Source: an optimization exercise on an open RTL-to-GDS flow (aim: small area). Production flows keep margins and buffers that such runs may drop.
At most, simulation tests tie the RTL to the original design; equivalence was not proved.
Power figures rest on the tool's default switching activity, not on a simulated workload.

Setup of indigo:
Design fft_stage0, start of the top module:
module fft_stage0 (
    input  logic                                clk,
    input  logic                                rst,
    input  logic                                valid,
    input  logic [4*2*9-1:0]  din,
    output logic [4*2*10-1:0] bfly_p,
    output logic [4*2*10-1:0] bfly_n,
    output logic                                out_valid
);
Settings: LEC_CHECK=0, CAP_MARGIN=10, CORE_MARGIN=2, CORE_UTILIZATION=80, SLEW_MARGIN=10, SYNTH_HIERARCHICAL=1; clock period 3.2 ns.
standard.sh (not shown) runs the stock make flow with config.mk's settings and CLKGATE_MAP_FILE= SYNTH_SCRIPT=/design/flow/synth_recipe.tcl, a recipe that flattens the netlist after the stock synthesis.
==> flow/flow/run.sh <==
#!/bin/bash
# The standard layout with two changes:
#  - the port buffers are made from the smallest buffer cell;
#  - the clock tree uses larger sink clusters and no dummy loads.
# Each step's full output is in orfs/logs/; make's output in standard.log.
set -euo pipefail
bash standard.sh \
  "BUFFER_PORTS_ARGS=-buffer_cell sky130_fd_sc_hd__buf_1" \
  "CTS_ARGS=-sink_clustering_enable -repair_clock_nets -dont_use_dummy_load -sink_clustering_size 16 -sink_clustering_max_diameter 60 -buf_list sky130_fd_sc_hd__clkbuf_8" \
  finish > standard.log 2>&1
What quartz does differently from indigo at the input level:
- changing CAP_MARGIN from 10 to 20
- changing CORE_UTILIZATION from 80 to 84
- changing SLEW_MARGIN from 10 to 20
Notes after the runs:
- quartz and indigo ended up with nearly the same area of all placed cells without fillers.
- Row largest driver fanout on the critical path: quartz lower / indigo higher
- quartz vs. indigo: combinational share of power increased by 0.4 points relative to the old numbers; fraction of the cycle the final worst path needs increased by 0.16 points relative to the old numbers; internal power closely matched the old numbers.
- Higher arrival time reported for the critical path endpoint goes to indigo over quartz.
- The wire length of the first global-routing pass number comes out lower for indigo vs quartz.
- indigo → quartz: sequential share of layout area has remained practically unchanged, utilization after layout has increased, number of ordinary and repair buffers in the finished layout has increased.
### quartz -> juniper
- swapping 84 for 80 in CORE_UTILIZATION
Findings:
- | final area | quartz vs juniper | ≈ equal |
- On juniper: floorplan die width is 2.4% higher than what quartz gave.
- Compared to quartz, juniper has first-iteration DRC count about 12% lower.
- Against quartz, juniper reports a critical path depth that is higher.
- Fraction of power spent switching nets ends up higher on quartz.
- juniper has met2 wire length below what quartz had.
- Worst setup path endpoint: res_q[37]$_DFF_P_ -> juniper, res_q[51]$_DFF_P_ -> quartz
- Between quartz and juniper, count of plain and timing-repair buffers decreased.
The following lists how cedar was set up differently from juniper:
- CORE_UTILIZATION now 88, was 80
--- a/flow/flow/run.sh
+++ b/flow/flow/run.sh
@@ -9 +9 @@
-  "CTS_ARGS=-sink_clustering_enable -repair_clock_nets -dont_use_dummy_load -sink_clustering_size 16 -sink_clustering_max_diameter 60 -buf_list sky130_fd_sc_hd__clkbuf_8" \
+  "CTS_ARGS=-sink_clustering_enable -repair_clock_nets -dont_use_dummy_load -sink_clustering_size 16 -sink_clustering_max_diameter 60 -buf_list {sky130_fd_sc_hd__clkbuf_8 sky130_fd_sc_hd__clkbuf_16}" \
==> summary.txt <==
Although cedar finished all stages, its layout failed final checks on setup timing. Relative contribution of combinational cells to total power in cedar vs juniper: up 1.6 points. Changes observed in cedar relative to juniper: worst hold slack after final layout went up 0.047 ns; number of filler cells placed in the layout saw a decrease; smallest setup slack after layout down 0.37 ns.


## JK
Another version of the RTL of fft_stage0 (not shown whole).
Size in the first run: about 2100 cells after synthesis, ~750 flip-flops, about 240 I/O pins.
export LEC_CHECK = 0
export CAP_MARGIN = 20
export CORE_MARGIN = 2
export CORE_UTILIZATION = 40
export SLEW_MARGIN = 20
create_clock -name core_clock -period 3.2 [get_ports {clk}]
==> flow/flow/run.sh <==
#!/bin/bash
# The standard layout, with the port buffers made from the smallest buffer
# cell. Each step's full output is in orfs/logs/; make's output in
# standard.log.
set -euo pipefail
bash standard.sh \
  "BUFFER_PORTS_ARGS=-buffer_cell sky130_fd_sc_hd__buf_1" \
  finish > standard.log 2>&1
[JK] flow finished | final checks: failed | reasons: setup timing
Inputs modified between JK and MS:
==> flow/run.sh (new file) <==
#!/bin/bash
# synth_recipe.tcl (not shown) runs the flow's synth.tcl, then flattens the netlist and writes it again
# the make line also repeats each setting of config.mk as NAME=value (left out here)
make -C /OpenROAD-flow-scripts/flow DESIGN_CONFIG=/design/flow/config.mk WORK_HOME=/design/flow/orfs CLKGATE_MAP_FILE= SYNTH_SCRIPT=/design/flow/synth_recipe.tcl finish
removed: flow/flow/run.sh
removed: flow/standard.sh
Results
Of JK and MS, not a single run came through the flow clean. Status MS: flow complete, layout not clean - setup timing. Relative to JK, the footprint of the multi-input gates measured on MS has increased slightly. In the flow results for JK and MS, the number of buffers added to fix hold violations after cts is smaller on MS. Between JK and MS, the register cell area after layout does not differ in any meaningful way. In MS relative to JK, number of clock buffers inserted by TritonCTS had gone down slightly.
No functional check of the RTL was part of any run of this note.

## afterwards: timing with drivers on the ports
Ports are ideal in the flow. The routed layouts listed here were re-timed in OpenROAD.
Step 1 assumes that a clkbuf_16 drives the clock port and a buf_2 every other input.
Step 2 moves the port delays by t, midway between the first and last clock arrival at a register: inputs arrive t later, outputs are due t later. That takes back most of the time a late clock gives input paths.
Slacks: ideal ports / drivers / drivers and shift; pairs: ideal ports / drivers.
| run | shift t [ns] | slack for setup (ns) | worst hold slack (ns) | slew at the worst register clock pin (ns) | worst data-port slew with drivers (ns) |
|---|---|---|---|---|---|
| indigo | 0.662 | 0.051 / 0.036 / 0.051 | 0.092 / 0.061 / 0.429 | 0.10 / 0.10 | 0.09 |
| quartz | 0.631 | 0.046 / 0.019 / 0.046 | 0.109 / 0.080 / 0.403 | 0.10 / 0.10 | 0.08 |
| juniper | 0.662 | 0.051 / 0.036 / 0.051 | 0.092 / 0.061 / 0.429 | 0.10 / 0.10 | 0.09 |
| cedar | 0.633 | -0.321 / -0.375 / -0.103 | 0.139 / 0.112 / 0.440 | 0.08 / 0.08 | 0.18 |
| JK | 0.653 | -0.519 / -0.519 / -0.519 | 0.121 / 0.093 / 0.460 | 0.06 / 0.06 | 0.09 |
| MS | 0.655 | -0.430 / -0.430 / -0.430 | 0.349 / 0.314 / 0.461 | 0.06 / 0.06 | 0.09 |
